What follows belongs to an exercise in optimizing a design on an open flow for small area; a production flow would make more cautious choices. Only simulation tests tie the RTL to the original design; equivalence was not proved. Power and IR drop assume default switching activity.

Setup of v6:
==> flow/design.v <==
package icache_pkg;
	localparam int BUNDLES = 4;
	localparam int BEAT_W = 2;
	localparam int SETS = 16;
	localparam int SET_W = 4;
	localparam int WAYS = 2;
	localparam int WAY_W = 1;
	localparam int SLOTS = 4;
	localparam int SLOT_W = 2;
	localparam int TAGQ_DEPTH = 16;
	localparam int TAGQ_W = 4;
	localparam int LFSR_W = 17;
	localparam logic [LFSR_W-1:0] LFSR_SEED = 17'h1ACE5;
	typedef logic [31:0] addr_t;
	typedef logic [31:0] word_t;
	typedef logic [BUNDLES*32-1:0] line_data_t;
	typedef logic [23:0] tag_t;
	typedef logic [27:0] line_addr_t;
endpackage
module icache_refill_top (
	input  logic              clk,
	input  logic              rst,
	input  logic              fetch_valid,
	input  icache_pkg::addr_t fetch_addr,
	output logic              fetch_ready,
	output logic              resp_valid,
	output logic              resp_hit,
	output icache_pkg::word_t resp_data,
	output icache_pkg::addr_t araddr,
	output logic [2:0]        arprot,
	output logic              arvalid,
	input  logic              arready,
	input  icache_pkg::word_t rdata,
	input  logic [1:0]        rresp,
	input  logic              rvalid,
	output logic              rready
);
	localparam int SETS = icache_pkg::SETS;
	localparam int ENT_W = 24 + icache_pkg::BUNDLES * 32;
	logic [SETS-1:0] vld0, vld1;
	logic [ENT_W-1:0] row0 [SETS];
	logic [ENT_W-1:0] row1 [SETS];
	logic [1:0] ph;
	logic [SETS-1:0] ld, ld_n;
	logic pol0, pol1, wpol;
	logic [ENT_W-1:0] wr_ent;
	logic lk_valid;
	logic [31:2] lk_addr;
	logic [3:0] lk_set;
	logic [SETS-1:0] set_oh;
	logic [23:0] rtag0, rtag1, x0, x1;
	logic rvld0, rvld1;
	logic hit0, hit1, lk_hit;
	logic [SETS*icache_pkg::BUNDLES-1:0] bsel;
	icache_pkg::word_t rd0, rd1;
	icache_pkg::line_addr_t fq_line [icache_pkg::SLOTS];
	logic [icache_pkg::SLOTS-1:0] busy;
	logic [2:0] wp;      
	logic [2:0] ap;      
	logic [1:0] ar_beat;
	logic [2:0] rp;      
	logic [1:0] r_beat;
	logic dup_hit, alloc;
	logic ar_fire, ar_last, take, complete;
	icache_pkg::word_t lb0, lb1, lb2, lb3, lb0h;
	logic done_q;
	logic [1:0] wr_slot;
	icache_pkg::line_addr_t wr_line;
	logic [3:0] cur_set;
	logic ld_now, ld_next;
	logic [icache_pkg::LFSR_W-1:0] lfsr;
	assign arprot = 3'b100;
	assign rready = 1'b1;
	assign fetch_ready = !done_q;
	always_ff @(posedge clk) begin
		if (rst) begin
			lk_valid <= 1'b0;
		end else begin
			lk_valid <= fetch_valid && !done_q;
		end
	end
	always_ff @(posedge clk) begin
		lk_addr <= fetch_addr[31:2];
	end
	assign lk_set = lk_addr[7:4];
	assign pol0 = ph[1];
	assign pol1 = !(ph[1] ^ ph[0]);
	always_comb begin
		for (int i = 0; i < SETS; i++) begin
			set_oh[i] = lk_set == i[3:0];
		end
	end
	always_comb begin
		rtag0 = '0;
		rtag1 = '0;
		rvld0 = 1'b0;
		rvld1 = 1'b0;
		for (int i = 0; i < SETS; i++) begin
			rtag0 = rtag0 | (row0[i][ENT_W-1 -: 24] & {24{set_oh[i]}});
			rtag1 = rtag1 | (row1[i][ENT_W-1 -: 24] & {24{set_oh[i]}});
			rvld0 = rvld0 | (vld0[i] & set_oh[i]);
			rvld1 = rvld1 | (vld1[i] & set_oh[i]);
		end
	end
	assign x0 = rtag0 ^ lk_addr[31:8];
	assign x1 = rtag1 ^ lk_addr[31:8];
	assign hit0 = rvld0 && (pol0 ? &x0 : !(|x0));
	assign hit1 = rvld1 && (pol1 ? &x1 : !(|x1));
	assign lk_hit = hit0 || hit1;
	always_comb begin
		for (int i = 0; i < SETS * icache_pkg::BUNDLES; i++) begin
			bsel[i] = lk_addr[7:2] == i[5:0];
		end
	end
	always_comb begin
		rd0 = '0;
		rd1 = '0;
		for (int i = 0; i < SETS * icache_pkg::BUNDLES; i++) begin
			rd0 = rd0 | (row0[i / 4][(i % 4)*32 +: 32] & {32{bsel[i]}});
			rd1 = rd1 | (row1[i / 4][(i % 4)*32 +: 32] & {32{bsel[i]}});
		end
	end
	assign resp_valid = lk_valid;
	assign resp_hit = lk_hit;
	assign resp_data = hit1 ? rd1 ^ {32{pol1}} : rd0 ^ {32{pol0}};
	always_comb begin
		dup_hit = 1'b0;
		for (int s = 0; s < icache_pkg::SLOTS; s++) begin
			if (busy[s] && fq_line[s] == lk_addr[31:4]) begin
				dup_hit = 1'b1;
			end
		end
	end
	assign alloc = lk_valid && !lk_hit && !dup_hit && !(&busy);
	always_ff @(posedge clk) begin
		if (alloc) begin
			fq_line[wp[1:0]] <= lk_addr[31:4];
		end
	end
	assign arvalid = ap != wp;
	assign araddr = {fq_line[ap[1:0]], ar_beat, 2'b00};
	assign ar_fire = arvalid && arready;
	assign ar_last = ar_fire && ar_beat == 2'd3;
	assign take = rvalid && {ap, ar_beat} != {rp, r_beat};
	assign complete = take && r_beat == 2'd3;
	assign wr_slot = rp[1:0] - 2'd1;
	always_ff @(posedge clk) begin
		if (rst) begin
			busy <= '0;
			wp <= '0;
			ap <= '0;
			ar_beat <= '0;
			rp <= '0;
			r_beat <= '0;
			done_q <= 1'b0;
			lfsr <= icache_pkg::LFSR_SEED;
		end else begin
			lfsr <= {lfsr[icache_pkg::LFSR_W-2:0], lfsr[icache_pkg::LFSR_W-1] ^ lfsr[icache_pkg::LFSR_W-4]};
			if (done_q) begin
				busy[wr_slot] <= 1'b0;
			end
			if (alloc) begin
				busy[wp[1:0]] <= 1'b1;
				wp <= wp + 3'd1;
			end
			if (ar_fire) begin
				ar_beat <= ar_beat + 2'd1;
			end
			if (ar_last) begin
				ap <= ap + 3'd1;
			end
			if (take) begin
				r_beat <= r_beat + 2'd1;
			end
			if (complete) begin
				rp <= rp + 3'd1;
			end
			done_q <= complete;
		end
	end
	always_ff @(posedge clk) begin
		if (take && r_beat == 2'd0) lb0 <= rdata;
		if (take && r_beat == 2'd1) lb1 <= rdata;
		if (take && r_beat == 2'd2) lb2 <= rdata;
		if (take && r_beat == 2'd3) lb3 <= rdata;
		lb0h <= lb0;
	end
	assign wr_line = fq_line[wr_slot];
	assign cur_set = fq_line[rp[1:0]][3:0];
	assign ld_now = complete && lfsr[0] == ph[0];
	assign ld_next = done_q && lfsr[1] == ph[0];
	always_ff @(posedge clk) begin
		if (rst) begin
			ph <= '0;
			ld <= '0;
			ld_n <= '1;
		end else begin
			ph <= ph + 2'd1;
			for (int s = 0; s < SETS; s++) begin
				ld[s] <= (ld_now && cur_set == s[3:0]) || (ld_next && wr_line[3:0] == s[3:0]);
				ld_n[s] <= !((ld_now && cur_set == s[3:0]) || (ld_next && wr_line[3:0] == s[3:0]));
			end
		end
	end
	assign wpol = !(ph[1] ^ ph[0]);
	assign wr_ent = {wr_line[27:4], lb3, lb2, lb1, lb0h} ^ {ENT_W{wpol}};
	always_ff @(posedge clk) begin
		for (int s = 0; s < SETS; s++) begin
			if (rst) begin
				vld0[s] <= 1'b0;
				vld1[s] <= 1'b0;
			end else begin
				vld0[s] <= ld[s] || vld1[s];
				vld1[s] <= vld0[s];
			end
		end
	end
	always_ff @(posedge clk) begin
		for (int s = 0; s < SETS; s++) begin
			row0[s] <= ~((row1[s] | {ENT_W{ld[s]}}) & (wr_ent | {ENT_W{ld_n[s]}}));
			row1[s] <= row0[s];
		end
	end
endmodule
clock: 10.0 ns
lec_check: 0
cap_margin: 10
core_margin: 2
core_utilization: 45
cts_buf_list: sky130_fd_sc_hd__clkbuf_16
cts_cluster_diameter: 80
cts_cluster_size: 24
slew_margin: 10
run.sh (not shown) runs the stock make flow with config.mk's settings and CLKGATE_MAP_FILE= SYNTH_SCRIPT=/design/flow/synth_recipe.tcl, a recipe that flattens the netlist after the stock synthesis.
v6 -> stages 100% | layout checks FAIL | negative setup slack
#### Input delta (v7 over v6)
- SLEW_MARGIN now 20, was 10
- CORE_UTILIZATION now 55, was 45
- CAP_MARGIN now 20, was 10
Notes after the runs:
The final layout from v7, which completed every stage, passed the timing, DRC and antenna checks at the end of the flow. Fmax, v7 and v6, higher one = v7. Run comparison: v7 cell with the largest stage delay on the worst path dfxtp_4; v6 cell with the largest stage delay on the worst path mux2i_1. Die area | v7 < v6. Higher power density over the cells among v7 and v6: v7.

==> static timing again, ports no longer ideal <==
In the flow no input, the clock included, has a driving cell. The finished layouts below were timed again as built, in two steps.
Step 1 (the two cells are an assumption about what drives the block):
set clk [get_ports {clk}]
set_driving_cell -lib_cell sky130_fd_sc_hd__clkbuf_16 $clk
set_driving_cell -lib_cell sky130_fd_sc_hd__buf_2 [delete_from_list [all_inputs] $clk]
Step 2 adds t to the input delays and takes it off the output delays; t is the mean of the earliest and latest rising clock arrival at the registers after step 1. Input paths then give back, and output paths get back, about the clock's delay inside the block.
Slacks: ideal / step 1 / step 2; pairs: ideal / step 1.
run | shift t [ns] | slack for setup (ns) | hold WS [ns] | worst setup path after step 2 | clock arrival spread, ns
v6 | 1.100 | -0.176 / -0.287 / 0.813 | 0.302 / 0.302 / 0.302 | register to output | 0.115 / 0.114
v7 | 1.100 | 0.090 / -0.021 / 1.079 | 0.322 / 0.322 / 0.322 | register to output | 0.062 / 0.062
